This design comes from an exercise in tuning for small area, a short achievable clock period and few clock cycles on the open sky130 flow, not from production work. Function not checked in this run: the RTL went through the layout flow alone. Power is estimated from default activity; no workload was simulated.

`flow/run.sh`:
```
#!/bin/bash
# Standard layout, with repair_timing aiming for extra setup slack and plain
# buffers on the ports.
set -euo pipefail
bash standard.sh SETUP_SLACK_MARGIN=10 "BUFFER_PORTS_ARGS=-buffer_cell sky130_fd_sc_hd__buf_2" finish > standard.log 2>&1
```
`standard.sh`:
```
#!/bin/bash
# synth_recipe.tcl (not shown) runs the flow's synth.tcl, then flattens the netlist and writes it again
# the make line also repeats each setting of config.mk as NAME=value (left out here)
make -C /OpenROAD-flow-scripts/flow DESIGN_CONFIG=/design/flow/config.mk WORK_HOME=/design/flow/orfs CLKGATE_MAP_FILE= SYNTH_SCRIPT=/design/flow/synth_recipe.tcl "${@:-finish}"
```
`config.mk`:
```
export PLATFORM = sky130hd
export DESIGN_NAME = search_top
export DESIGN_NICKNAME = search_top
export VERILOG_FILES = /design/flow/design.v
export SDC_FILE = /design/flow/constraint.sdc
export NUM_CORES = 4
export LEC_CHECK = 0
export CAP_MARGIN = 20
export CORE_MARGIN = 2
export CORE_UTILIZATION = 60
export CTS_CLUSTER_DIAMETER = 150
export CTS_CLUSTER_SIZE = 25
export SLEW_MARGIN = 20
```
`constraint.sdc`:
```
create_clock -name core_clock -period 14.0 [get_ports {clk_100mhz}]
set_input_delay 2.8000 -clock core_clock [delete_from_list [all_inputs] [get_ports {clk_100mhz}]]
set_output_delay 2.8000 -clock core_clock [all_outputs]
set_load 0.01 [all_outputs]
```
`design.v`:
```
package search_pkg;
  typedef logic [15:0] coord_t;
  typedef logic [15:0] vertex_id_t;
  typedef logic [39:0] dist_t;
  typedef logic [7:0] k_t;
  typedef logic [1:0] op_t;
  localparam op_t op_query = 2'd0;
  localparam op_t op_vertex = 2'd1;
  localparam op_t op_end = 2'd2;
endpackage
module sq_tree (
  input  logic [15:0] y,
  input  logic        neg,
  output logic [31:0] s,
  output logic [31:0] c
);
  logic pp_0_1;
  logic pp_0_2;
  logic pp_0_3;
  logic pp_0_4;
  logic pp_0_5;
  logic pp_0_6;
  logic pp_0_7;
  logic pp_0_8;
  logic pp_0_9;
  logic pp_0_10;
  logic pp_0_11;
  logic pp_0_12;
  logic pp_0_13;
  logic pp_0_14;
  logic pp_0_15;
  logic pp_1_2;
  logic pp_1_3;
  logic pp_1_4;
  logic pp_1_5;
  logic pp_1_6;
  logic pp_1_7;
  logic pp_1_8;
  logic pp_1_9;
  logic pp_1_10;
  logic pp_1_11;
  logic pp_1_12;
  logic pp_1_13;
  logic pp_1_14;
  logic pp_1_15;
  logic pp_2_3;
  logic pp_2_4;
  logic pp_2_5;
  logic pp_2_6;
  logic pp_2_7;
  logic pp_2_8;
  logic pp_2_9;
  logic pp_2_10;
  logic pp_2_11;
  logic pp_2_12;
  logic pp_2_13;
  logic pp_2_14;
  logic pp_2_15;
  logic pp_3_4;
  logic pp_3_5;
  logic pp_3_6;
  logic pp_3_7;
  logic pp_3_8;
  logic pp_3_9;
  logic pp_3_10;
  logic pp_3_11;
  logic pp_3_12;
  logic pp_3_13;
  logic pp_3_14;
  logic pp_3_15;
  logic pp_4_5;
  logic pp_4_6;
  logic pp_4_7;
  logic pp_4_8;
  logic pp_4_9;
  logic pp_4_10;
  logic pp_4_11;
  logic pp_4_12;
  logic pp_4_13;
  logic pp_4_14;
  logic pp_4_15;
  logic pp_5_6;
  logic pp_5_7;
  logic pp_5_8;
  logic pp_5_9;
  logic pp_5_10;
  logic pp_5_11;
  logic pp_5_12;
  logic pp_5_13;
  logic pp_5_14;
  logic pp_5_15;
  logic pp_6_7;
  logic pp_6_8;
  logic pp_6_9;
  logic pp_6_10;
  logic pp_6_11;
  logic pp_6_12;
  logic pp_6_13;
  logic pp_6_14;
  logic pp_6_15;
  logic pp_7_8;
  logic pp_7_9;
  logic pp_7_10;
  logic pp_7_11;
  logic pp_7_12;
  logic pp_7_13;
  logic pp_7_14;
  logic pp_7_15;
  logic pp_8_9;
  logic pp_8_10;
  logic pp_8_11;
  logic pp_8_12;
  logic pp_8_13;
  logic pp_8_14;
  logic pp_8_15;
  logic pp_9_10;
  logic pp_9_11;
  logic pp_9_12;
  logic pp_9_13;
  logic pp_9_14;
  logic pp_9_15;
  logic pp_10_11;
  logic pp_10_12;
  logic pp_10_13;
  logic pp_10_14;
  logic pp_10_15;
  logic pp_11_12;
  logic pp_11_13;
  logic pp_11_14;
  logic pp_11_15;
  logic pp_12_13;
  logic pp_12_14;
  logic pp_12_15;
  logic pp_13_14;
  logic pp_13_15;
  logic pp_14_15;
  logic ny_0;
  logic ny_1;
  logic ny_2;
  logic ny_3;
  logic ny_4;
  logic ny_5;
  logic ny_6;
  logic ny_7;
  logic ny_8;
  logic ny_9;
  logic ny_10;
  logic ny_11;
  logic ny_12;
  logic ny_13;
  logic ny_14;
  logic ny_15;
  logic hs0;
  logic hc0;
  logic hs1;
  logic hc1;
  logic hs2;
  logic hc2;
  logic fs3;
  logic fc3;
  logic hs4;
  logic hc4;
  logic fs5;
  logic fc5;
  logic hs6;
  logic hc6;
  logic fs7;
  logic fc7;
  logic fs8;
  logic fc8;
  logic hs9;
  logic hc9;
  logic fs10;
  logic fc10;
  logic fs11;
  logic fc11;
  logic hs12;
  logic hc12;
  logic fs13;
  logic fc13;
  logic fs14;
  logic fc14;
  logic fs15;
  logic fc15;
  logic fs16;
  logic fc16;
  logic fs17;
  logic fc17;
  logic hs18;
  logic hc18;
  logic fs19;
  logic fc19;
  logic fs20;
  logic fc20;
  logic hs21;
  logic hc21;
  logic fs22;
  logic fc22;
  logic hs23;
  logic hc23;
  logic fs24;
  logic fc24;
  logic hs25;
  logic hc25;
  logic hs26;
  logic hc26;
  logic hs27;
  logic hc27;
  logic hs28;
  logic hc28;
  logic hs29;
  logic hc29;
  logic fs30;
  logic fc30;
  logic hs31;
  logic hc31;
  logic fs32;
  logic fc32;
  logic hs33;
  logic hc33;
  logic fs34;
  logic fc34;
  logic fs35;
  logic fc35;
  logic fs36;
  logic fc36;
  logic fs37;
  logic fc37;
  logic fs38;
  logic fc38;
  logic fs39;
  logic fc39;
  logic fs40;
  logic fc40;
  logic fs41;
  logic fc41;
  logic fs42;
  logic fc42;
  logic fs43;
  logic fc43;
  logic fs44;
  logic fc44;
  logic fs45;
  logic fc45;
  logic fs46;
  logic fc46;
  logic fs47;
  logic fc47;
  logic fs48;
  logic fc48;
  logic fs49;
  logic fc49;
  logic fs50;
  logic fc50;
  logic fs51;
  logic fc51;
  logic fs52;
  logic fc52;
  logic fs53;
  logic fc53;
  logic fs54;
  logic fc54;
  logic fs55;
  logic fc55;
  logic fs56;
  logic fc56;
  logic fs57;
  logic fc57;
  logic fs58;
  logic fc58;
  logic fs59;
  logic fc59;
  logic fs60;
  logic fc60;
  logic hs61;
  logic hc61;
  logic fs62;
  logic fc62;
  logic hs63;
  logic hc63;
  logic hs64;
  logic hc64;
  logic hs65;
  logic hc65;
  logic hs66;
  logic hc66;
  logic hs67;
  logic hc67;
  logic fs68;
  logic fc68;
  logic fs69;
  logic fc69;
  logic fs70;
  logic fc70;
  logic fs71;
  logic fc71;
  logic fs72;
  logic fc72;
  logic fs73;
  logic fc73;
  logic fs74;
  logic fc74;
  logic fs75;
  logic fc75;
  logic fs76;
  logic fc76;
  logic fs77;
  logic fc77;
  logic fs78;
  logic fc78;
  logic fs79;
  logic fc79;
  logic fs80;
  logic fc80;
  logic fs81;
  logic fc81;
  logic fs82;
  logic fc82;
  logic fs83;
  logic fc83;
  logic fs84;
  logic fc84;
  logic fs85;
  logic fc85;
  logic fs86;
  logic fc86;
  logic fs87;
  logic fc87;
  logic fs88;
  logic fc88;
  logic hs89;
  logic hc89;
  logic hs90;
  logic hc90;
  logic hs91;
  logic hc91;
  logic hs92;
  logic hc92;
  logic fs93;
  logic fc93;
  logic fs94;
  logic fc94;
  logic fs95;
  logic fc95;
  logic fs96;
  logic fc96;
  logic fs97;
  logic fc97;
  logic fs98;
  logic fc98;
  logic fs99;
  logic fc99;
  logic fs100;
  logic fc100;
  logic fs101;
  logic fc101;
  logic fs102;
  logic fc102;
  logic fs103;
  logic fc103;
  logic fs104;
  logic fc104;
  logic fs105;
  logic fc105;
  logic fs106;
  logic fc106;
  logic fs107;
  logic fc107;
  logic fs108;
  logic fc108;
  logic fs109;
  logic fc109;
  logic fs110;
  logic fc110;
  logic fs111;
  logic fc111;
  logic fs112;
  logic fc112;
  logic fs113;
  logic fc113;
  logic fs114;
  logic fc114;
  logic fs115;
  logic fc115;
  logic fs116;
  logic fc116;
  logic fs117;
  logic fc117;
  logic hs118;
  logic hc118;
  logic hs119;
  logic hc119;
  assign pp_0_1 = y[0] & y[1];
  assign pp_0_2 = y[0] & y[2];
  assign pp_0_3 = y[0] & y[3];
  assign pp_0_4 = y[0] & y[4];
  assign pp_0_5 = y[0] & y[5];
  assign pp_0_6 = y[0] & y[6];
  assign pp_0_7 = y[0] & y[7];
  assign pp_0_8 = y[0] & y[8];
  assign pp_0_9 = y[0] & y[9];
  assign pp_0_10 = y[0] & y[10];
  assign pp_0_11 = y[0] & y[11];
  assign pp_0_12 = y[0] & y[12];
  assign pp_0_13 = y[0] & y[13];
  assign pp_0_14 = y[0] & y[14];
  assign pp_0_15 = y[0] & y[15];
  assign pp_1_2 = y[1] & y[2];
  assign pp_1_3 = y[1] & y[3];
  assign pp_1_4 = y[1] & y[4];
  assign pp_1_5 = y[1] & y[5];
  assign pp_1_6 = y[1] & y[6];
  assign pp_1_7 = y[1] & y[7];
  assign pp_1_8 = y[1] & y[8];
  assign pp_1_9 = y[1] & y[9];
  assign pp_1_10 = y[1] & y[10];
  assign pp_1_11 = y[1] & y[11];
  assign pp_1_12 = y[1] & y[12];
  assign pp_1_13 = y[1] & y[13];
  assign pp_1_14 = y[1] & y[14];
  assign pp_1_15 = y[1] & y[15];
  assign pp_2_3 = y[2] & y[3];
  assign pp_2_4 = y[2] & y[4];
  assign pp_2_5 = y[2] & y[5];
  assign pp_2_6 = y[2] & y[6];
  assign pp_2_7 = y[2] & y[7];
  assign pp_2_8 = y[2] & y[8];
  assign pp_2_9 = y[2] & y[9];
  assign pp_2_10 = y[2] & y[10];
  assign pp_2_11 = y[2] & y[11];
  assign pp_2_12 = y[2] & y[12];
  assign pp_2_13 = y[2] & y[13];
  assign pp_2_14 = y[2] & y[14];
  assign pp_2_15 = y[2] & y[15];
  assign pp_3_4 = y[3] & y[4];
  assign pp_3_5 = y[3] & y[5];
  assign pp_3_6 = y[3] & y[6];
  assign pp_3_7 = y[3] & y[7];
  assign pp_3_8 = y[3] & y[8];
  assign pp_3_9 = y[3] & y[9];
  assign pp_3_10 = y[3] & y[10];
  assign pp_3_11 = y[3] & y[11];
  assign pp_3_12 = y[3] & y[12];
  assign pp_3_13 = y[3] & y[13];
  assign pp_3_14 = y[3] & y[14];
  assign pp_3_15 = y[3] & y[15];
  assign pp_4_5 = y[4] & y[5];
  assign pp_4_6 = y[4] & y[6];
  assign pp_4_7 = y[4] & y[7];
  assign pp_4_8 = y[4] & y[8];
  assign pp_4_9 = y[4] & y[9];
  assign pp_4_10 = y[4] & y[10];
  assign pp_4_11 = y[4] & y[11];
  assign pp_4_12 = y[4] & y[12];
  assign pp_4_13 = y[4] & y[13];
  assign pp_4_14 = y[4] & y[14];
  assign pp_4_15 = y[4] & y[15];
  assign pp_5_6 = y[5] & y[6];
  assign pp_5_7 = y[5] & y[7];
  assign pp_5_8 = y[5] & y[8];
  assign pp_5_9 = y[5] & y[9];
  assign pp_5_10 = y[5] & y[10];
  assign pp_5_11 = y[5] & y[11];
  assign pp_5_12 = y[5] & y[12];
  assign pp_5_13 = y[5] & y[13];
  assign pp_5_14 = y[5] & y[14];
  assign pp_5_15 = y[5] & y[15];
  assign pp_6_7 = y[6] & y[7];
  assign pp_6_8 = y[6] & y[8];
  assign pp_6_9 = y[6] & y[9];
  assign pp_6_10 = y[6] & y[10];
  assign pp_6_11 = y[6] & y[11];
  assign pp_6_12 = y[6] & y[12];
  assign pp_6_13 = y[6] & y[13];
  assign pp_6_14 = y[6] & y[14];
  assign pp_6_15 = y[6] & y[15];
  assign pp_7_8 = y[7] & y[8];
  assign pp_7_9 = y[7] & y[9];
  assign pp_7_10 = y[7] & y[10];
  assign pp_7_11 = y[7] & y[11];
  assign pp_7_12 = y[7] & y[12];
  assign pp_7_13 = y[7] & y[13];
  assign pp_7_14 = y[7] & y[14];
  assign pp_7_15 = y[7] & y[15];
  assign pp_8_9 = y[8] & y[9];
  assign pp_8_10 = y[8] & y[10];
  assign pp_8_11 = y[8] & y[11];
  assign pp_8_12 = y[8] & y[12];
  assign pp_8_13 = y[8] & y[13];
  assign pp_8_14 = y[8] & y[14];
  assign pp_8_15 = y[8] & y[15];
  assign pp_9_10 = y[9] & y[10];
  assign pp_9_11 = y[9] & y[11];
  assign pp_9_12 = y[9] & y[12];
  assign pp_9_13 = y[9] & y[13];
  assign pp_9_14 = y[9] & y[14];
  assign pp_9_15 = y[9] & y[15];
  assign pp_10_11 = y[10] & y[11];
  assign pp_10_12 = y[10] & y[12];
  assign pp_10_13 = y[10] & y[13];
  assign pp_10_14 = y[10] & y[14];
  assign pp_10_15 = y[10] & y[15];
  assign pp_11_12 = y[11] & y[12];
  assign pp_11_13 = y[11] & y[13];
  assign pp_11_14 = y[11] & y[14];
  assign pp_11_15 = y[11] & y[15];
  assign pp_12_13 = y[12] & y[13];
  assign pp_12_14 = y[12] & y[14];
  assign pp_12_15 = y[12] & y[15];
  assign pp_13_14 = y[13] & y[14];
  assign pp_13_15 = y[13] & y[15];
  assign pp_14_15 = y[14] & y[15];
  assign ny_0 = y[0] & neg;
  assign ny_1 = y[1] & neg;
  assign ny_2 = y[2] & neg;
  assign ny_3 = y[3] & neg;
  assign ny_4 = y[4] & neg;
  assign ny_5 = y[5] & neg;
  assign ny_6 = y[6] & neg;
  assign ny_7 = y[7] & neg;
  assign ny_8 = y[8] & neg;
  assign ny_9 = y[9] & neg;
  assign ny_10 = y[10] & neg;
  assign ny_11 = y[11] & neg;
  assign ny_12 = y[12] & neg;
  assign ny_13 = y[13] & neg;
  assign ny_14 = y[14] & neg;
  assign ny_15 = y[15] & neg;
  assign hs0 = pp_0_15 ^ pp_1_14;
  assign hc0 = pp_0_15 & pp_1_14;
  assign hs1 = pp_0_9 ^ pp_1_8;
  assign hc1 = pp_0_9 & pp_1_8;
  assign hs2 = pp_0_10 ^ pp_1_9;
  assign hc2 = pp_0_10 & pp_1_9;
  assign fs3 = pp_0_11 ^ pp_1_10 ^ pp_2_9;
  assign fc3 = (pp_0_11 & pp_1_10) | (pp_0_11 & pp_2_9) | (pp_1_10 & pp_2_9);
  assign hs4 = pp_3_8 ^ pp_4_7;
  assign hc4 = pp_3_8 & pp_4_7;
  assign fs5 = pp_0_12 ^ pp_1_11 ^ pp_2_10;
  assign fc5 = (pp_0_12 & pp_1_11) | (pp_0_12 & pp_2_10) | (pp_1_11 & pp_2_10);
  assign hs6 = pp_3_9 ^ pp_4_8;
  assign hc6 = pp_3_9 & pp_4_8;
  assign fs7 = pp_0_13 ^ pp_1_12 ^ pp_2_11;
  assign fc7 = (pp_0_13 & pp_1_12) | (pp_0_13 & pp_2_11) | (pp_1_12 & pp_2_11);
  assign fs8 = pp_3_10 ^ pp_4_9 ^ pp_5_8;
  assign fc8 = (pp_3_10 & pp_4_9) | (pp_3_10 & pp_5_8) | (pp_4_9 & pp_5_8);
  assign hs9 = pp_6_7 ^ y[7];
  assign hc9 = pp_6_7 & y[7];
  assign fs10 = pp_0_14 ^ pp_1_13 ^ pp_2_12;
  assign fc10 = (pp_0_14 & pp_1_13) | (pp_0_14 & pp_2_12) | (pp_1_13 & pp_2_12);
  assign fs11 = pp_3_11 ^ pp_4_10 ^ pp_5_9;
  assign fc11 = (pp_3_11 & pp_4_10) | (pp_3_11 & pp_5_9) | (pp_4_10 & pp_5_9);
  assign hs12 = pp_6_8 ^ ny_14;
  assign hc12 = pp_6_8 & ny_14;
  assign fs13 = hs0 ^ pp_2_13 ^ pp_3_12;
  assign fc13 = (hs0 & pp_2_13) | (hs0 & pp_3_12) | (pp_2_13 & pp_3_12);
  assign fs14 = pp_4_11 ^ pp_5_10 ^ pp_6_9;
  assign fc14 = (pp_4_11 & pp_5_10) | (pp_4_11 & pp_6_9) | (pp_5_10 & pp_6_9);
  assign fs15 = pp_7_8 ^ y[8] ^ ny_15;
  assign fc15 = (pp_7_8 & y[8]) | (pp_7_8 & ny_15) | (y[8] & ny_15);
  assign fs16 = pp_1_15 ^ pp_2_14 ^ pp_3_13;
  assign fc16 = (pp_1_15 & pp_2_14) | (pp_1_15 & pp_3_13) | (pp_2_14 & pp_3_13);
  assign fs17 = pp_4_12 ^ pp_5_11 ^ pp_6_10;
  assign fc17 = (pp_4_12 & pp_5_11) | (pp_4_12 & pp_6_10) | (pp_5_11 & pp_6_10);
  assign hs18 = pp_7_9 ^ hc0;
  assign hc18 = pp_7_9 & hc0;
  assign fs19 = pp_2_15 ^ pp_3_14 ^ pp_4_13;
  assign fc19 = (pp_2_15 & pp_3_14) | (pp_2_15 & pp_4_13) | (pp_3_14 & pp_4_13);
  assign fs20 = pp_5_12 ^ pp_6_11 ^ pp_7_10;
  assign fc20 = (pp_5_12 & pp_6_11) | (pp_5_12 & pp_7_10) | (pp_6_11 & pp_7_10);
  assign hs21 = pp_8_9 ^ y[9];
  assign hc21 = pp_8_9 & y[9];
  assign fs22 = pp_3_15 ^ pp_4_14 ^ pp_5_13;
  assign fc22 = (pp_3_15 & pp_4_14) | (pp_3_15 & pp_5_13) | (pp_4_14 & pp_5_13);
  assign hs23 = pp_6_12 ^ pp_7_11;
  assign hc23 = pp_6_12 & pp_7_11;
  assign fs24 = pp_4_15 ^ pp_5_14 ^ pp_6_13;
  assign fc24 = (pp_4_15 & pp_5_14) | (pp_4_15 & pp_6_13) | (pp_5_14 & pp_6_13);
  assign hs25 = pp_7_12 ^ pp_8_11;
  assign hc25 = pp_7_12 & pp_8_11;
  assign hs26 = pp_5_15 ^ pp_6_14;
  assign hc26 = pp_5_15 & pp_6_14;
  assign hs27 = pp_6_15 ^ pp_7_14;
  assign hc27 = pp_6_15 & pp_7_14;
  assign hs28 = pp_0_5 ^ pp_1_4;
  assign hc28 = pp_0_5 & pp_1_4;
  assign hs29 = pp_0_6 ^ pp_1_5;
  assign hc29 = pp_0_6 & pp_1_5;
  assign fs30 = pp_0_7 ^ pp_1_6 ^ pp_2_5;
  assign fc30 = (pp_0_7 & pp_1_6) | (pp_0_7 & pp_2_5) | (pp_1_6 & pp_2_5);
  assign hs31 = pp_3_4 ^ y[4];
  assign hc31 = pp_3_4 & y[4];
  assign fs32 = pp_0_8 ^ pp_1_7 ^ pp_2_6;
  assign fc32 = (pp_0_8 & pp_1_7) | (pp_0_8 & pp_2_6) | (pp_1_7 & pp_2_6);
  assign hs33 = pp_3_5 ^ ny_8;
  assign hc33 = pp_3_5 & ny_8;
  assign fs34 = hs1 ^ pp_2_7 ^ pp_3_6;
  assign fc34 = (hs1 & pp_2_7) | (hs1 & pp_3_6) | (pp_2_7 & pp_3_6);
  assign fs35 = pp_4_5 ^ y[5] ^ ny_9;
  assign fc35 = (pp_4_5 & y[5]) | (pp_4_5 & ny_9) | (y[5] & ny_9);
  assign fs36 = hs2 ^ pp_2_8 ^ pp_3_7;
  assign fc36 = (hs2 & pp_2_8) | (hs2 & pp_3_7) | (pp_2_8 & pp_3_7);
  assign fs37 = pp_4_6 ^ ny_10 ^ hc1;
  assign fc37 = (pp_4_6 & ny_10) | (pp_4_6 & hc1) | (ny_10 & hc1);
  assign fs38 = fs3 ^ hs4 ^ pp_5_6;
  assign fc38 = (fs3 & hs4) | (fs3 & pp_5_6) | (hs4 & pp_5_6);
  assign fs39 = y[6] ^ ny_11 ^ hc2;
  assign fc39 = (y[6] & ny_11) | (y[6] & hc2) | (ny_11 & hc2);
  assign fs40 = fs5 ^ hs6 ^ pp_5_7;
  assign fc40 = (fs5 & hs6) | (fs5 & pp_5_7) | (hs6 & pp_5_7);
  assign fs41 = ny_12 ^ fc3 ^ hc4;
  assign fc41 = (ny_12 & fc3) | (ny_12 & hc4) | (fc3 & hc4);
  assign fs42 = fs7 ^ fs8 ^ hs9;
  assign fc42 = (fs7 & fs8) | (fs7 & hs9) | (fs8 & hs9);
  assign fs43 = ny_13 ^ fc5 ^ hc6;
  assign fc43 = (ny_13 & fc5) | (ny_13 & hc6) | (fc5 & hc6);
  assign fs44 = fs10 ^ fs11 ^ hs12;
  assign fc44 = (fs10 & fs11) | (fs10 & hs12) | (fs11 & hs12);
  assign fs45 = fc7 ^ fc8 ^ hc9;
  assign fc45 = (fc7 & fc8) | (fc7 & hc9) | (fc8 & hc9);
  assign fs46 = fs13 ^ fs14 ^ fs15;
  assign fc46 = (fs13 & fs14) | (fs13 & fs15) | (fs14 & fs15);
  assign fs47 = fc10 ^ fc11 ^ hc12;
  assign fc47 = (fc10 & fc11) | (fc10 & hc12) | (fc11 & hc12);
  assign fs48 = fs16 ^ fs17 ^ hs18;
  assign fc48 = (fs16 & fs17) | (fs16 & hs18) | (fs17 & hs18);
  assign fs49 = fc13 ^ fc14 ^ fc15;
  assign fc49 = (fc13 & fc14) | (fc13 & fc15) | (fc14 & fc15);
  assign fs50 = fs19 ^ fs20 ^ hs21;
  assign fc50 = (fs19 & fs20) | (fs19 & hs21) | (fs20 & hs21);
  assign fs51 = fc16 ^ fc17 ^ hc18;
  assign fc51 = (fc16 & fc17) | (fc16 & hc18) | (fc17 & hc18);
  assign fs52 = fs22 ^ hs23 ^ pp_8_10;
  assign fc52 = (fs22 & hs23) | (fs22 & pp_8_10) | (hs23 & pp_8_10);
  assign fs53 = fc19 ^ fc20 ^ hc21;
  assign fc53 = (fc19 & fc20) | (fc19 & hc21) | (fc20 & hc21);
  assign fs54 = fs24 ^ hs25 ^ pp_9_10;
  assign fc54 = (fs24 & hs25) | (fs24 & pp_9_10) | (hs25 & pp_9_10);
  assign fs55 = y[10] ^ fc22 ^ hc23;
  assign fc55 = (y[10] & fc22) | (y[10] & hc23) | (fc22 & hc23);
  assign fs56 = hs26 ^ pp_7_13 ^ pp_8_12;
  assign fc56 = (hs26 & pp_7_13) | (hs26 & pp_8_12) | (pp_7_13 & pp_8_12);
  assign fs57 = pp_9_11 ^ fc24 ^ hc25;
  assign fc57 = (pp_9_11 & fc24) | (pp_9_11 & hc25) | (fc24 & hc25);
  assign fs58 = hs27 ^ pp_8_13 ^ pp_9_12;
  assign fc58 = (hs27 & pp_8_13) | (hs27 & pp_9_12) | (pp_8_13 & pp_9_12);
  assign fs59 = pp_10_11 ^ y[11] ^ hc26;
  assign fc59 = (pp_10_11 & y[11]) | (pp_10_11 & hc26) | (y[11] & hc26);
  assign fs60 = pp_7_15 ^ pp_8_14 ^ pp_9_13;
  assign fc60 = (pp_7_15 & pp_8_14) | (pp_7_15 & pp_9_13) | (pp_8_14 & pp_9_13);
  assign hs61 = pp_10_12 ^ hc27;
  assign hc61 = pp_10_12 & hc27;
  assign fs62 = pp_8_15 ^ pp_9_14 ^ pp_10_13;
  assign fc62 = (pp_8_15 & pp_9_14) | (pp_8_15 & pp_10_13) | (pp_9_14 & pp_10_13);
  assign hs63 = pp_11_12 ^ y[12];
  assign hc63 = pp_11_12 & y[12];
  assign hs64 = pp_9_15 ^ pp_10_14;
  assign hc64 = pp_9_15 & pp_10_14;
  assign hs65 = pp_10_15 ^ pp_11_14;
  assign hc65 = pp_10_15 & pp_11_14;
  assign hs66 = pp_0_3 ^ pp_1_2;
  assign hc66 = pp_0_3 & pp_1_2;
  assign hs67 = pp_0_4 ^ pp_1_3;
  assign hc67 = pp_0_4 & pp_1_3;
  assign fs68 = hs28 ^ pp_2_3 ^ y[3];
  assign fc68 = (hs28 & pp_2_3) | (hs28 & y[3]) | (pp_2_3 & y[3]);
  assign fs69 = hs29 ^ pp_2_4 ^ ny_6;
  assign fc69 = (hs29 & pp_2_4) | (hs29 & ny_6) | (pp_2_4 & ny_6);
  assign fs70 = fs30 ^ hs31 ^ ny_7;
  assign fc70 = (fs30 & hs31) | (fs30 & ny_7) | (hs31 & ny_7);
  assign fs71 = fs32 ^ hs33 ^ fc30;
  assign fc71 = (fs32 & hs33) | (fs32 & fc30) | (hs33 & fc30);
  assign fs72 = fs34 ^ fs35 ^ fc32;
  assign fc72 = (fs34 & fs35) | (fs34 & fc32) | (fs35 & fc32);
  assign fs73 = fs36 ^ fs37 ^ fc34;
  assign fc73 = (fs36 & fs37) | (fs36 & fc34) | (fs37 & fc34);
  assign fs74 = fs38 ^ fs39 ^ fc36;
  assign fc74 = (fs38 & fs39) | (fs38 & fc36) | (fs39 & fc36);
  assign fs75 = fs40 ^ fs41 ^ fc38;
  assign fc75 = (fs40 & fs41) | (fs40 & fc38) | (fs41 & fc38);
  assign fs76 = fs42 ^ fs43 ^ fc40;
  assign fc76 = (fs42 & fs43) | (fs42 & fc40) | (fs43 & fc40);
  assign fs77 = fs44 ^ fs45 ^ fc42;
  assign fc77 = (fs44 & fs45) | (fs44 & fc42) | (fs45 & fc42);
  assign fs78 = fs46 ^ fs47 ^ fc44;
  assign fc78 = (fs46 & fs47) | (fs46 & fc44) | (fs47 & fc44);
  assign fs79 = fs48 ^ fs49 ^ fc46;
  assign fc79 = (fs48 & fs49) | (fs48 & fc46) | (fs49 & fc46);
  assign fs80 = fs50 ^ fs51 ^ fc48;
  assign fc80 = (fs50 & fs51) | (fs50 & fc48) | (fs51 & fc48);
  assign fs81 = fs52 ^ fs53 ^ fc50;
  assign fc81 = (fs52 & fs53) | (fs52 & fc50) | (fs53 & fc50);
  assign fs82 = fs54 ^ fs55 ^ fc52;
  assign fc82 = (fs54 & fs55) | (fs54 & fc52) | (fs55 & fc52);
  assign fs83 = fs56 ^ fs57 ^ fc54;
  assign fc83 = (fs56 & fs57) | (fs56 & fc54) | (fs57 & fc54);
  assign fs84 = fs58 ^ fs59 ^ fc56;
  assign fc84 = (fs58 & fs59) | (fs58 & fc56) | (fs59 & fc56);
  assign fs85 = fs60 ^ hs61 ^ fc58;
  assign fc85 = (fs60 & hs61) | (fs60 & fc58) | (hs61 & fc58);
  assign fs86 = fs62 ^ hs63 ^ fc60;
  assign fc86 = (fs62 & hs63) | (fs62 & fc60) | (hs63 & fc60);
  assign fs87 = hs64 ^ pp_11_13 ^ fc62;
  assign fc87 = (hs64 & pp_11_13) | (hs64 & fc62) | (pp_11_13 & fc62);
  assign fs88 = hs65 ^ pp_12_13 ^ y[13];
  assign fc88 = (hs65 & pp_12_13) | (hs65 & y[13]) | (pp_12_13 & y[13]);
  assign hs89 = pp_11_15 ^ pp_12_14;
  assign hc89 = pp_11_15 & pp_12_14;
  assign hs90 = pp_12_15 ^ pp_13_14;
  assign hc90 = pp_12_15 & pp_13_14;
  assign hs91 = pp_0_1 ^ y[1];
  assign hc91 = pp_0_1 & y[1];
  assign hs92 = pp_0_2 ^ ny_2;
  assign hc92 = pp_0_2 & ny_2;
  assign fs93 = hs66 ^ y[2] ^ ny_3;
  assign fc93 = (hs66 & y[2]) | (hs66 & ny_3) | (y[2] & ny_3);
  assign fs94 = hs67 ^ ny_4 ^ hc66;
  assign fc94 = (hs67 & ny_4) | (hs67 & hc66) | (ny_4 & hc66);
  assign fs95 = fs68 ^ ny_5 ^ hc67;
  assign fc95 = (fs68 & ny_5) | (fs68 & hc67) | (ny_5 & hc67);
  assign fs96 = fs69 ^ hc28 ^ fc68;
  assign fc96 = (fs69 & hc28) | (fs69 & fc68) | (hc28 & fc68);
  assign fs97 = fs70 ^ hc29 ^ fc69;
  assign fc97 = (fs70 & hc29) | (fs70 & fc69) | (hc29 & fc69);
  assign fs98 = fs71 ^ hc31 ^ fc70;
  assign fc98 = (fs71 & hc31) | (fs71 & fc70) | (hc31 & fc70);
  assign fs99 = fs72 ^ hc33 ^ fc71;
  assign fc99 = (fs72 & hc33) | (fs72 & fc71) | (hc33 & fc71);
  assign fs100 = fs73 ^ fc35 ^ fc72;
  assign fc100 = (fs73 & fc35) | (fs73 & fc72) | (fc35 & fc72);
  assign fs101 = fs74 ^ fc37 ^ fc73;
  assign fc101 = (fs74 & fc37) | (fs74 & fc73) | (fc37 & fc73);
  assign fs102 = fs75 ^ fc39 ^ fc74;
  assign fc102 = (fs75 & fc39) | (fs75 & fc74) | (fc39 & fc74);
  assign fs103 = fs76 ^ fc41 ^ fc75;
  assign fc103 = (fs76 & fc41) | (fs76 & fc75) | (fc41 & fc75);
  assign fs104 = fs77 ^ fc43 ^ fc76;
  assign fc104 = (fs77 & fc43) | (fs77 & fc76) | (fc43 & fc76);
  assign fs105 = fs78 ^ fc45 ^ fc77;
  assign fc105 = (fs78 & fc45) | (fs78 & fc77) | (fc45 & fc77);
  assign fs106 = fs79 ^ fc47 ^ fc78;
  assign fc106 = (fs79 & fc47) | (fs79 & fc78) | (fc47 & fc78);
  assign fs107 = fs80 ^ fc49 ^ fc79;
  assign fc107 = (fs80 & fc49) | (fs80 & fc79) | (fc49 & fc79);
  assign fs108 = fs81 ^ fc51 ^ fc80;
  assign fc108 = (fs81 & fc51) | (fs81 & fc80) | (fc51 & fc80);
  assign fs109 = fs82 ^ fc53 ^ fc81;
  assign fc109 = (fs82 & fc53) | (fs82 & fc81) | (fc53 & fc81);
  assign fs110 = fs83 ^ fc55 ^ fc82;
  assign fc110 = (fs83 & fc55) | (fs83 & fc82) | (fc55 & fc82);
  assign fs111 = fs84 ^ fc57 ^ fc83;
  assign fc111 = (fs84 & fc57) | (fs84 & fc83) | (fc57 & fc83);
  assign fs112 = fs85 ^ fc59 ^ fc84;
  assign fc112 = (fs85 & fc59) | (fs85 & fc84) | (fc59 & fc84);
  assign fs113 = fs86 ^ hc61 ^ fc85;
  assign fc113 = (fs86 & hc61) | (fs86 & fc85) | (hc61 & fc85);
  assign fs114 = fs87 ^ hc63 ^ fc86;
  assign fc114 = (fs87 & hc63) | (fs87 & fc86) | (hc63 & fc86);
  assign fs115 = fs88 ^ hc64 ^ fc87;
  assign fc115 = (fs88 & hc64) | (fs88 & fc87) | (hc64 & fc87);
  assign fs116 = hs89 ^ hc65 ^ fc88;
  assign fc116 = (hs89 & hc65) | (hs89 & fc88) | (hc65 & fc88);
  assign fs117 = hs90 ^ y[14] ^ hc89;
  assign fc117 = (hs90 & y[14]) | (hs90 & hc89) | (y[14] & hc89);
  assign hs118 = pp_13_15 ^ hc90;
  assign hc118 = pp_13_15 & hc90;
  assign hs119 = pp_14_15 ^ y[15];
  assign hc119 = pp_14_15 & y[15];
  assign s = {hc119, hs119, hs118, fs117, fs116, fs115, fs114, fs113, fs112, fs111, fs110, fs109, fs108, fs107, fs106, fs105, fs104, fs103, fs102, fs101, fs100, fs99, fs98, fs97, fs96, fs95, fs94, fs93, hs92, hs91, ny_0, y[0]};
  assign c = {1'b0, hc118, fc117, fc116, fc115, fc114, fc113, fc112, fc111, fc110, fc109, fc108, fc107, fc106, fc105, fc104, fc103, fc102, fc101, fc100, fc99, fc98, fc97, fc96, fc95, fc94, fc93, hc92, hc91, ny_1, 1'b0, neg};
endmodule
`timescale 1ns/1ps
module search_top
#(
  parameter int DIM = 4,
  parameter int PQ_LENGTH = 5,
  parameter int IN_DEPTH = 4,
  parameter int OUT_CREDITS = 2
) (
  input  logic                   clk_100mhz,
  input  logic                   sys_rst,
  input  logic                   in_valid,
  input  logic [1:0]             in_op,
  input  logic [$clog2(DIM)-1:0] in_index,
  input  logic [15:0]            in_data,
  input  logic [15:0]            in_id,
  output logic                   in_credit,
  output logic                   res_valid,
  output logic [15:0]            res_id,
  output logic [39:0]            res_dist,
  output logic                   res_last,
  input  logic                   out_credit
);
  localparam int DW = 35;    
  localparam int NQ = PQ_LENGTH;
  logic in_q, in_c, in_e;
  assign in_q = in_valid && (in_op == 2'd0);
  assign in_c = in_valid && (in_op == 2'd1);
  assign in_e = in_valid && (in_op == 2'd2);
  logic       busy;       
  logic       cq;         
  logic [2:0] owed;       
  logic [3:0] nfree;      
  logic       withhold;
  logic       credit_d;
  logic       r_e, d_e, s_e, pe, drain_on;
  logic [2:0] owed_inc, owed_dec;
  logic [3:0] nfree_inc;
  logic       nfree_full;
  assign owed_inc   = owed + 3'd1;
  assign owed_dec   = owed - 3'd1;
  assign nfree_inc  = nfree + 4'd1;
  assign nfree_full = (nfree > 4'd3 + 4'(owed));
  assign busy     = r_e || d_e || s_e || pe || drain_on;
  assign withhold = busy && nfree_full && (in_c || in_e);
  assign credit_d = (in_valid && !withhold) || (!busy && (owed != 3'd0));
  always_ff @(posedge clk_100mhz) begin
    if (sys_rst) begin
      in_credit <= 1'b0;
      owed      <= 3'd0;
      nfree     <= 4'd0;
      cq        <= 1'b0;
    end else begin
      in_credit <= credit_d;
      if (in_valid && withhold) begin
        owed <= owed_inc;
      end else if (!in_valid && !busy && owed != 3'd0) begin
        owed <= owed_dec;
      end
      if (!busy) begin
        nfree <= 4'd0;
      end else if (in_c || in_e) begin
        nfree <= nfree_inc;
      end
      if (in_e) begin
        cq <= 1'b0;
      end else if (in_c && in_index == 2'(DIM - 1)) begin
        cq <= 1'b1;
      end
    end
  end
  logic [15:0] cand_id;
  always_ff @(posedge clk_100mhz) begin
    if (in_c && in_index == 2'(DIM - 1)) begin
      cand_id <= in_id;
    end
  end
  logic        r_q, r_c;
  logic [1:0]  r_idx;
  logic [15:0] r_data;
  always_ff @(posedge clk_100mhz) begin
    if (sys_rst) begin
      r_q <= 1'b0;
      r_c <= 1'b0;
      r_e <= 1'b0;
    end else begin
      r_q <= in_q;
      r_c <= in_c;
      r_e <= in_e && cq;
    end
    r_idx  <= in_index;
    r_data <= in_data;
  end
  logic [15:0] qry [DIM];
  always_ff @(posedge clk_100mhz) begin
    if (r_q) begin
      qry[r_idx] <= r_data;
    end
  end
  logic        d_c, d_first, d_last;
  logic [15:0] d_y;       
  logic        d_neg;     
  logic [16:0] sub;
  logic [15:0] qsel;
  logic [2:0]  k_clamp;
  assign qsel = qry[r_idx];
  assign sub  = {1'b0, r_data} - {1'b0, qsel};
  always_comb begin
    if (r_data[7:0] == 8'd0) begin
      k_clamp = 3'd1;
    end else if (r_data[7:0] > 8'(PQ_LENGTH)) begin
      k_clamp = 3'(PQ_LENGTH);
    end else begin
      k_clamp = r_data[2:0];
    end
  end
  always_ff @(posedge clk_100mhz) begin
    if (sys_rst) begin
      d_c <= 1'b0;
      d_e <= 1'b0;
    end else begin
      d_c <= r_c;
      d_e <= r_e;
    end
    d_first <= (r_idx == 2'd0);
    d_last  <= (r_idx == 2'(DIM - 1));
    d_y     <= (sub[15:0] ^ {16{sub[16]}}) & {16{r_c}};
    d_neg   <= sub[16] && r_c;
  end
  logic [31:0] sq_s, sq_c;
  logic [31:0] s_s, s_cy;
  logic        s_c, s_first, s_last;
  sq_tree sq0 (
    .y(d_y),
    .neg(d_neg),
    .s(sq_s),
    .c(sq_c)
  );
  always_ff @(posedge clk_100mhz) begin
    if (sys_rst) begin
      s_c <= 1'b0;
      s_e <= 1'b0;
    end else begin
      s_c <= d_c;
      s_e <= d_e;
    end
    s_first <= d_first;
    s_last  <= d_last;
    s_s     <= sq_s;
    s_cy    <= sq_c;
  end
  logic [DW-1:0] acc;
  logic          a_done;    
  logic          take;      
  logic [DW-1:0] acc_in, csa_x, csa_y;
  assign acc_in = (s_c && s_first) ? DW'(0) : acc;
  assign csa_x  = acc_in ^ DW'(s_s) ^ DW'(s_cy);
  assign csa_y  = ((acc_in & DW'(s_s)) | (acc_in & DW'(s_cy)) | (DW'(s_s) & DW'(s_cy))) << 1;
  always_ff @(posedge clk_100mhz) begin
    acc <= csa_x + csa_y;
  end
  always_ff @(posedge clk_100mhz) begin
    if (sys_rst) begin
      a_done <= 1'b0;
    end else begin
      a_done <= (s_c && s_last) || (a_done && !take);
    end
  end
  logic [DW-1:0] n_d;
  logic [15:0]   n_id;
  logic          n_valid;
  logic [1:0]    n_ph;      
  logic          n_c2, n_r1, n_r2;    
  logic [2:0]    pe_k;      
  logic          start;     
  logic [2:0]    n_p;       
  logic          ins;
  logic          step;
  logic          beat;
  logic          last_beat;
  logic [DW-1:0] q_d  [NQ];
  logic [15:0]   q_id [NQ];
  logic [2:0]    q_rk [NQ];
  logic [2:0]    q_cnt;
  logic [2:0]    sel_rk;    
  logic [NQ-1:0] sel_hit;
  logic [DW-1:0] sel_d;
  logic [15:0]   sel_id;
  logic          r_le;
  logic [2:0]    dr_j;      
  logic [2:0]    dr_j1;     
  logic          n_dr;      
  logic          dr_now;    
  assign take = a_done && (!n_valid || ins) && !pe;
  always_comb begin
    dr_now = 1'b0;
    if (n_ph == 2'd0) begin
      dr_now = r_le && (pe_k <= 3'd3);
    end else if (n_ph == 2'd1) begin
      case ({n_c2, r_le})
        2'b11:   dr_now = (pe_k <= 3'd4);
        2'b10:   dr_now = (pe_k <= 3'd3);
        2'b01:   dr_now = (pe_k <= 3'd2);
        default: dr_now = 1'b0;
      endcase
    end
  end
  assign step = n_valid && (n_ph != 2'd3) && !drain_on && !n_dr;
  assign ins  = n_valid && (n_ph == 2'd3) && !drain_on;
  always_comb begin
    if (drain_on) begin
      sel_rk = beat ? dr_j1 : dr_j;
    end else if (!n_valid || n_dr) begin
      sel_rk = 3'd0;
    end else begin
      case (n_ph)
        2'd0:    sel_rk = 3'd2;
        2'd1:    sel_rk = n_c2 ? 3'd3 : 3'd1;
        2'd2:    sel_rk = n_c2 ? 3'd4 : 3'd0;
        default: sel_rk = 3'd0;
      endcase
    end
    sel_d  = '0;
    sel_id = '0;
    for (int i = 0; i < NQ; i++) begin
      sel_hit[i] = (q_rk[i] == sel_rk);
      sel_d  = sel_d  | (q_d[i]  & {DW{sel_hit[i]}});
      sel_id = sel_id | (q_id[i] & {16{sel_hit[i]}});
    end
    r_le = (sel_rk < q_cnt) && (sel_d <= n_d);
    case ({n_c2, n_r1})
      2'b00:   n_p = n_r2 ? 3'd1 : 3'd0;
      2'b01:   n_p = 3'd2;
      2'b10:   n_p = 3'd3;
      default: n_p = n_r2 ? 3'd5 : 3'd4;
    endcase
  end
  always_ff @(posedge clk_100mhz) begin
    if (take) begin
      n_d  <= acc;
      n_id <= cand_id;
    end
  end
  always_ff @(posedge clk_100mhz) begin
    if (sys_rst) begin
      n_valid <= 1'b0;
      n_ph    <= 2'd0;
      n_c2    <= 1'b0;
      n_r1    <= 1'b0;
      n_r2    <= 1'b0;
      n_dr    <= 1'b0;
    end else begin
      n_valid <= take || (n_valid && !ins && !(start && n_dr));
      if (take) begin
        n_dr <= 1'b0;
      end else if (step && pe && dr_now) begin
        n_dr <= 1'b1;
      end
      if (take || ins || last_beat) begin
        n_ph <= 2'd0;
      end else if (step) begin
        n_ph <= n_ph + 2'd1;
      end
      if (step && n_ph == 2'd0) begin
        n_c2 <= r_le;
      end
      if (step && n_ph == 2'd1) begin
        n_r1 <= r_le;
      end
      if (step && n_ph == 2'd2) begin
        n_r2 <= r_le;
      end
    end
  end
  logic [2:0]    top_rk;    
  logic [NQ-1:0] wr;
  logic          ins_take;
  assign top_rk   = (q_cnt == 3'(NQ)) ? 3'(NQ - 1) : q_cnt;
  assign ins_take = ins && (n_p != 3'(NQ));
  always_comb begin
    for (int i = 0; i < NQ; i++) begin
      wr[i] = ins_take && (q_rk[i] == top_rk);
    end
  end
  always_ff @(posedge clk_100mhz) begin
    for (int i = 0; i < NQ; i++) begin
      if (wr[i]) begin
        q_d[i]  <= n_d;
        q_id[i] <= n_id;
      end
    end
  end
  always_ff @(posedge clk_100mhz) begin
    if (sys_rst) begin
      for (int i = 0; i < NQ; i++) begin
        q_rk[i] <= 3'(i);
      end
      q_cnt <= 3'd0;
    end else begin
      if (last_beat) begin
        q_cnt <= 3'd0;
      end else if (ins_take && q_cnt != 3'(NQ)) begin
        q_cnt <= q_cnt + 3'd1;
      end
      if (ins_take) begin
        for (int i = 0; i < NQ; i++) begin
          if (wr[i]) begin
            q_rk[i] <= n_p;
          end else if (q_rk[i] >= n_p && q_rk[i] < top_rk) begin
            q_rk[i] <= q_rk[i] + 3'd1;
          end
        end
      end
    end
  end
  logic [DW-1:0] h_d;
  logic [15:0]   h_id;
  always_ff @(posedge clk_100mhz) begin
    if (ins_take && n_p == 3'd0) begin
      h_d  <= n_d;
      h_id <= n_id;
    end else begin
      h_d  <= sel_d;
      h_id <= sel_id;
    end
  end
  logic [2:0] dr_left;    
  logic [1:0] cred;       
  logic [2:0] dr_nxt;
  logic [1:0] cred_nxt;
  assign beat      = res_valid;
  assign last_beat = res_valid && res_last;
  assign start     = pe && !drain_on && (!n_valid || ins || n_dr);
  always_ff @(posedge clk_100mhz) begin
    if (sys_rst) begin
      pe <= 1'b0;
    end else begin
      pe <= s_e || (pe && !start);
    end
    if (r_e) begin
      pe_k <= k_clamp;
    end
  end
  always_comb begin
    cred_nxt = cred - 2'(beat) + 2'(out_credit);
    dr_nxt   = dr_left;
    if (last_beat) begin
      dr_nxt = 3'd0;
    end else if (beat) begin
      dr_nxt = dr_left - 3'd1;
    end else if (start) begin
      dr_nxt = pe_k;
    end
  end
  logic [2:0] j_nxt;
  logic [2:0] cnt_nxt;
  always_comb begin
    j_nxt = dr_j;
    if (last_beat) begin
      j_nxt = 3'd0;
    end else if (beat) begin
      j_nxt = dr_j + 3'd1;
    end
    cnt_nxt = q_cnt;
    if (last_beat) begin
      cnt_nxt = 3'd0;
    end else if (ins_take && q_cnt != 3'(NQ)) begin
      cnt_nxt = q_cnt + 3'd1;
    end
  end
  always_ff @(posedge clk_100mhz) begin
    if (sys_rst) begin
      dr_j  <= 3'd0;
      dr_j1 <= 3'd1;
    end else begin
      dr_j  <= j_nxt;
      dr_j1 <= j_nxt + 3'd1;
    end
  end
  always_ff @(posedge clk_100mhz) begin
    if (sys_rst) begin
      dr_left   <= 3'd0;
      drain_on  <= 1'b0;
      cred      <= 2'(OUT_CREDITS);
      res_valid <= 1'b0;
    end else begin
      dr_left   <= dr_nxt;
      drain_on  <= (dr_nxt != 3'd0);
      cred      <= cred_nxt;
      res_valid <= (dr_nxt != 3'd0) && (cred_nxt != 2'd0);
    end
    res_last <= (dr_nxt == 3'd1) || (j_nxt + 3'd1 >= cnt_nxt);
  end
  assign res_id   = h_id;
  assign res_dist = {5'd0, h_d};
endmodule
```
==> results.txt <==
registers in the layout, indices dropped and copies added, names as in the netlist, 30 cells and up:
name / cells
s_s: 32
acc: 35
q_d: 175
h_d: 35
n_d: 35
q_id: 80
qry: 64
s_cy: 30
cells in the mapped netlist, drive strengths merged (11+ instances only):
master	instances	share of area (%)
inv	190	2.5
a222oi	51	1.8
a21o	30	0.77
and2	157	3.4
nor3	19	0.36
nand4	17	0.37
buf	18	0.37
xor2	26	0.78
fa	119	8.2
xnor2	70	2.1
a31oi	53	1.1
nand2	126	1.6
nand2b	28	0.60
dfxtp	244	17
nor2b	26	0.56
clkbuf	64	0.83
edfxtp	389	40
a22oi	50	1.3
a21oi	73	1.3
nand3	19	0.33
o21a	11	0.28
a211oi	22	0.60
nor2	121	1.6
mux2i	14	0.48
ha	171	7.4
o21ai	62	1.1
mux4	16	1.2
power by group:
| part | total (mW) | switching, mW | leakage (nW) | internal (mW) |
|---|---|---|---|---|
| combinational | 0.409 | 0.227 | 6.86 | 0.183 |
| clock | 0.950 | 0.551 | 0.398 | 0.399 |
| sequential | 2.09 | 0.0459 | 5.51 | 2.04 |
| total | 3.45 | 0.824 | 12.8 | 2.62 |
per-layer routing:
metal / up-vias / share of wire (%) / GRT usage, %
met4: 0 / 2.5 / 7.16
met3: 89 / 4.4 / 2.43
met2: 471 / 50 / 42.7
met1: 8674 / 44 / 32.4
met5: - / 0 / 0
li1: 8272 / - / -
repair_timing:
item,in CTS,in global routing
endpoints found under the setup margin,38,24
buffers inserted,24,8
gates cloned,9,0
gates resized for setup,51,21
pin swaps,21,42
layout make-up:
class | instances | area, um^2 | area share, %
clock buffer | 51 | 808 | 2.53
multi-input combinational | 1362 | 11800 | 36.9
sequential | 633 | 16600 | 51.9
tap | 615 | 769 | 2.41
inverter | 191 | 718 | 2.25
timing repair buffer | 150 | 1230 | 3.84
clock inverter | 2 | 28.8 | 0.0902
stage by stage:
| stage | area [um^2] | std cells | power, mW | utilization [%] |
|---|---|---|---|---|
| final | 31900 | 3004 | 3.45 | 66.7 |
| after detailed placement | 30200 | 2910 | 2.53 | 63.2 |
| after CTS | 31800 | 2996 | 3.47 | 66.4 |
| after global placement | 30200 | 2910 | 2.52 | 63.2 |
| after floorplan | 29200 | 2267 | 2.42 | - |
| after global routing | 31900 | 3004 | 3.59 | 66.7 |
kinds of logic (layout without fill, tap and decap cells):
kind of cell	count (synthesis)	in the layout
AND/OR/NAND/NOR	540	541
AO/OA/AOI/OAI	398	398
XOR/XNOR	96	96
adder cells (fa/ha/maj)	290	290
flip-flops	633	633
other	1	5
buffers and inverters	273	394
multiplexers	32	32
worst reg2reg max path: stages, from the launching register on:
cell	delay [ns]
dfxtp_2	0.35
ha_4	0.16
or3b_4	0.41
nor2_4	0.15
a32oi_4	0.21
xnor2_2	0.27
nor3_4	0.08
buf_12	0.15
buf_16	0.15
buf_4	0.14
a222oi_1	0.35
nand2_1	0.15
ha_2	0.19
a21o_1	0.16
a21o_1	0.19
a21oi_2	0.15
o21ai_2	0.08
a221oi_2	0.35
o221ai_2	0.17
a21oi_4	0.21
o211ai_1	0.16
o21ai_1	0.15
layout by cell type, fill, tap and decap left out, types with 5 or more instances in the layout:
master	synthesis	final
a211oi_1	20	18
a21o_1	30	29
a21oi_1	72	66
a222oi_1	51	51
a22oi_1	50	50
a31oi_1	53	53
and2_1	157	157
buf_12	0	8
buf_2	7	92
buf_4	5	37
bufbuf_16	0	7
clkbuf_1	64	22
clkbuf_16	0	29
conb_1	1	5
dfxtp_1	244	237
dfxtp_2	0	5
edfxtp_1	389	389
fa_1	119	118
ha_1	171	166
inv_1	190	186
mux2i_1	14	14
mux4_2	16	16
nand2_1	126	125
nand2b_1	28	28
nand3_1	19	19
nand4_1	17	17
nor2_1	120	119
nor2b_1	26	24
nor3_1	17	16
o211ai_1	5	5
o21a_1	11	11
o21ai_0	53	49
o21ai_1	9	12
o21bai_1	6	6
or3_1	5	5
xnor2_1	70	67
xor2_1	26	23
final timing paths:
check / from / end / slack (ns)
worst max-delay path: n_ph[1]$_SDFFE_PP0P_ / n_c2$_SDFFE_PP0P_ / 9.58
worst min-delay path: d_last$_DFF_P_ / s_last$_DFF_P_ / 0.33
worst max register to register: n_ph[1]$_SDFFE_PP0P_ / n_c2$_SDFFE_PP0P_ / 9.58
worst min register to register: d_last$_DFF_P_ / s_last$_DFF_P_ / 0.33
==> results.txt <==
maxcap violations=0; Post-synth EDFFs=389; Tightest Hold Check Type=reg2reg; Total GRT Usage=24.3%; initial antenna violation count=0; Final #Nets=2697; Critical Path Max Stage Delay=0.41 ns; DR iter-0 viols=1384; most used cell, CP=a21o_1; cell count along the critical path=21; die footprint=50300 um^2; Compound-Gate Fraction of Synth Area=9.68%; P_leak=12.8 nW; crit-path max FO=7; Die Wd=224 um; final setup violating endpoints=0; antenna fix cells=0; Die Ht=224 um; DRC Markers=0; Routed WL=60400 um; Worst Setup Slack, final=9.58 ns; Worst-Margin Slew=1.01 ns; WHS=0.335 ns; Highest Clock Rate=0.226 GHz; post-synthesis sequential area ratio=56.9%; Worst Setup Start Kind=flop; RSZ-0062 raised after global routing=yes; Avg WL per Cell=20.1 um; Worst-path clk slew=0.11 ns; r2r worst-path depth=21; layout cells sized above 1=11.0%; Yosys warnings=4; Synth Register Bits=633; number of buffers added on ports=93; Top Family by Delay on Critical Path=compound AO/OA/AOI/OAI gates; num rows=80; cts bufs inserted=29; element type at the critical path end=flop; Peak supply drop=0.143 mV; Slowest-stage cell, CP=or3b_4; Cell Chain, Critical Path=ha_4 -> or3b_4 -> nor2_4 -> a32oi_4 -> xnor2_2 -> nor3_4 -> buf_12 -> buf_16 -> buf_4 -> a222oi_1 -> nand2_1 -> ha_2 -> a21o_1 -> a21o_1 -> a21oi_2 -> o21ai_2 -> a221oi_2 -> o221ai_2 -> a21oi_4 -> o211ai_1 -> o21ai_1; H-Tree Depth=1; first-pass GRT wire length=96300 um; outcome=finished clean; via count=17500; DP HPWL=37900 um; Unique masters post-synth=75; io pins=99; Routed Antenna Nets=0; CP bufs+invs=3; RePlAce Congestion=0.836; Fillers=3559; Clock Sinks=633; Synth Flop Type=edfxtp_1; Crit path arrival time=4.98 ns; Mapped Area=29100 um^2; Hold Vio Cnt, Final=0; Cell Pwr Density=108 nW/um^2; max-slew violation count=0; vias in the first global route=18000; Total Negative Setup Slacks=0 ns; Hold Crit Depth=0; fin crit period=4.42 ns; Starting Density=60.8%; hold buffers post-CTS=0; Worst slew margin=32.9%; clk_skew=0.0311 ns; core footprint=47800 um^2; clock latency on the worst-skew pair=0.62 ns; clock buffer depth=3; largest family of logic cells by synthesized area=adder cells; Req. time, crit path=14.56 ns; clock root cell=clkbuf_16; FFs w/ async S/R, synth=0%; Area Overhead vs Synth=9.71%; pin count of the biggest net entering global routing=103; CTS tree=done; Mean Syn Cell Area=12.9 um^2; mux contribution to synthesized area=1.80%; DRT Pass-1 Iters=8; critical path class=reg2reg; simple-gate portion of the synthesized area=9.49%; gate count of the mapped netlist=2263; total grt overflow=0; dpl ws=8.65 ns; Synth Area in XOR/XNOR=2.89%; adder-cell share of the synthesized area=15.5%; DR vias/cell=5.83; Final period util=31.6%

==> static timing again, ports no longer ideal <==
Ports are ideal in the flow. The routed layout listed here was re-timed in OpenROAD. Step 1 sets driving cells, clkbuf_16 on the clock port and buf_2 on the other inputs (assumed; they add their load-dependent delay and slew). Step 2 times the ports against the registers' clock, not the clock port: input delays grow and output delays shrink by t, the midpoint of the rising clock arrivals with the driver on. Slacks: ideal / step 1 / step 2; pairs: ideal / step 1.
shift t [ns]: 0.665
setup WS [ns]: 9.583 / 9.583 / 9.553
latest minus earliest clock arrival (ns): 0.032 / 0.031
slew at the worst register clock pin (ns): 0.11 / 0.11
cell pins on the clock port's net: 1
After both steps this run still meets setup and hold. The setup slack of this run moves by 0.000 ns with the drivers and by -0.030 ns with both steps.
